What follows belongs to an exercise in optimizing a design on an open flow for small area and a short achievable clock period; a production flow would make more cautious choices. RTL that was checked went through simulation tests only; none was proved equivalent to the original. Power and IR drop assume default switching activity.

## v12
## goodness_tracker
module goodness_tracker
#(
  parameter int CORE_NUM            = 4,
  parameter int POST_NEUR_PARALLEL  = 8,
  parameter int POST_NEUR_MEM_WIDTH = 13,
  parameter int GOODNESS_WIDTH      = 24
) (
  input  logic                                                    clk,
  input  logic                                                    rst,
  input  logic [CORE_NUM-1:0]                                     core_valid,
  input  logic [CORE_NUM-1:0]                                     core_last,
  input  logic [CORE_NUM-1:0]                                     core_clear,
  input  logic [CORE_NUM*POST_NEUR_PARALLEL*POST_NEUR_MEM_WIDTH-1:0] core_mem_bus,
  input  logic                                                    mode,
  input  logic [3:0]                                              avg_shift,
  input  logic [GOODNESS_WIDTH-1:0]                               theta,
  output logic [CORE_NUM*GOODNESS_WIDTH-1:0]                      sample_bus,
  output logic [CORE_NUM*GOODNESS_WIDTH-1:0]                      avg_bus,
  output logic [CORE_NUM-1:0]                                     done,
  output logic [CORE_NUM-1:0]                                     above_theta
);
Size: about 11,000 cells after synthesis, roughly 720 flip-flops, about 660 I/O pins.
export LEC_CHECK = 0
export CAP_MARGIN = 20
export CORE_MARGIN = 2
export CORE_UTILIZATION = 38
export SETUP_SLACK_MARGIN = 5
export SLEW_MARGIN = 20
export SYNTH_HIERARCHICAL = 1
export SYNTH_MINIMUM_KEEP_SIZE = 0
create_clock -name core_clock -period 15.0 [get_ports {clk}]
standard.sh (not shown) runs the stock make flow with config.mk's settings and CLKGATE_MAP_FILE= SYNTH_SCRIPT=/design/flow/synth_recipe.tcl, a recipe that flattens the netlist after the stock synthesis.
==> flow/flow/run.sh <==
#!/bin/bash
set -euo pipefail
bash standard.sh SETUP_SLACK_MARGIN=9 finish > standard_flow.log 2>&1
[inputs] v28 vs v12
==> flow/run.sh (new file) <==
#!/bin/bash
# synth_recipe.tcl (not shown) runs the flow's synth.tcl, then flattens the netlist and writes it again
# the make line also repeats each setting of config.mk as NAME=value (left out here)
make -C /OpenROAD-flow-scripts/flow DESIGN_CONFIG=/design/flow/config.mk WORK_HOME=/design/flow/orfs CLKGATE_MAP_FILE= SYNTH_SCRIPT=/design/flow/synth_recipe.tcl finish
removed: flow/flow/run.sh
removed: flow/standard.sh
--- outcome ---
- v28 went all the way through synthesis, placement and routing and the layout is clean on timing, DRC and antenna.
- Taking v12 as the reference, in v28 cell count shows a reduction of 707, met3 layer wire length in the routed design moved up, first-pass GRT wire length decreased by 76 mm relative to the old numbers, clock network power shows an increase of about 4%.
- Compared with v12, v28 shows internal power summed over all cells that has gone down by a few percent.
- Clock network power share, v28 and v12: larger value in v28
- Delta(sequential share of layout area, v28 - v12) > 0
For v25, these inputs were changed with respect to v28:
==> flow/flow/run.sh (new file) <==
#!/bin/bash
set -euo pipefail
bash standard.sh SETUP_SLACK_MARGIN=8 finish > standard_flow.log 2>&1
==> flow/standard.sh (new file) <==
#!/bin/bash
# synth_recipe.tcl (not shown) runs the flow's synth.tcl, then flattens the netlist and writes it again
# the make line also repeats each setting of config.mk as NAME=value (left out here)
make -C /OpenROAD-flow-scripts/flow DESIGN_CONFIG=/design/flow/config.mk WORK_HOME=/design/flow/orfs CLKGATE_MAP_FILE= SYNTH_SCRIPT=/design/flow/synth_recipe.tcl "${@:-finish}"
removed: flow/run.sh
Findings:
v25 vs v28 — count of plain and timing-repair buffers in the layout climbed by more than 10%
v25: final cell count is 0.67% higher than what v28 reported.
Relative max-transition margin for v25: 0.56 points down relative to v28
Post-placement cell count: v28 vs v25 — no meaningful difference
Summary of the comparison: share of the clock period used by the worst path after layout is lower in v25, relative to v28.
Of v25 and v28, the higher fraction of area in multi-input gates belongs to v28.
Looking at fraction of layout cells with a size suffix above 1, v25 sits 3.9 points higher than v28 does.
Summary of the comparison: HPWL reported at the end of detailed placement is lower in v25, relative to v28.
No functional check of the RTL was part of any run of this note.

---

goodness_tracker, a different RTL version from the one above (not shown whole).
Size in the first run: roughly 0.12 mm2 of cells after synthesis.
clock: 15.0 ns
lec_check: 0
cap_margin: 20
core_margin: 2
core_utilization: 38
gpl_routability_driven: 0
setup_slack_margin: 5
slew_margin: 20
synth_hierarchical: 1
synth_minimum_keep_size: 0
tns_end_percent: 10
==> flow/flow/run.sh <==
#!/bin/bash
set -euo pipefail
bash standard.sh SETUP_SLACK_MARGIN=8.5 \
  "BUFFER_PORTS_ARGS=-buffer_cell sky130_fd_sc_hd__buf_1" finish > standard_flow.log 2>&1
Next try:
Settings changed: GPL_ROUTABILITY_DRIVEN 0 to unset.
After rerunning:
- total power fell by 0.53%
- cell area fell by 0.56%
- wire length rose by 1.3%
- setup slack improves by 0.15 ns
- sequential power barely changes
- fmax rose by 2.2%
- die area is unchanged
Next try:
Settings changed: PLACE_DENSITY set to 0.75.
After rerunning:
- The changed run finished with timing, DRC and antenna clean
- wire length shrinks by 3.2%
- fmax shrinks by 1.9%
- setup slack loses 0.13 ns
- synthesized cell count is unchanged

afterwards: timing with drivers on the ports:
In the flow no input, the clock included, has a driving cell. The finished layouts below were timed again as built, in two steps. Step 1 sets driving cells, clkbuf_16 on the clock port and buf_2 on the other inputs (assumed; they add their load-dependent delay and slew). Step 2 adds t to the input delays and takes it off the output delays; t is the mean of the earliest and latest rising clock arrival at the registers after step 1. Input paths then give back, and output paths get back, about the clock's delay inside the block. a / b / c = ideal / step 1 / step 2; a / b = the first two.
| run | shift t [ns] | setup WS [ns] | latest minus earliest clock arrival (ns) | cell pins on the clock port's net |
|---|---|---|---|---|
| v12 | 0.826 | 8.375 / 8.374 / 7.549 | 0.062 / 0.063 | 1 |
| v28 | 0.798 | 6.619 / 6.682 / 5.884 | 0.056 / 0.057 | 1 |
| v25 | 0.818 | 8.043 / 8.122 / 7.304 | 0.052 / 0.051 | 1 |
| the first run of note 2 | 0.825 | 8.222 / 8.107 / 7.282 | 0.054 / 0.054 | 1 |
| the second run of note 2 | 0.817 | 8.371 / 8.159 / 7.342 | 0.069 / 0.070 | 1 |
| the third run of note 2 | 0.829 | 8.244 / 8.212 / 7.383 | 0.068 / 0.068 | 1 |
After both steps setup and hold are still met in every run listed. The setup slack of the second run of note 2, which loses most, moves by -0.212 ns with the drivers and by -1.029 ns with both steps.
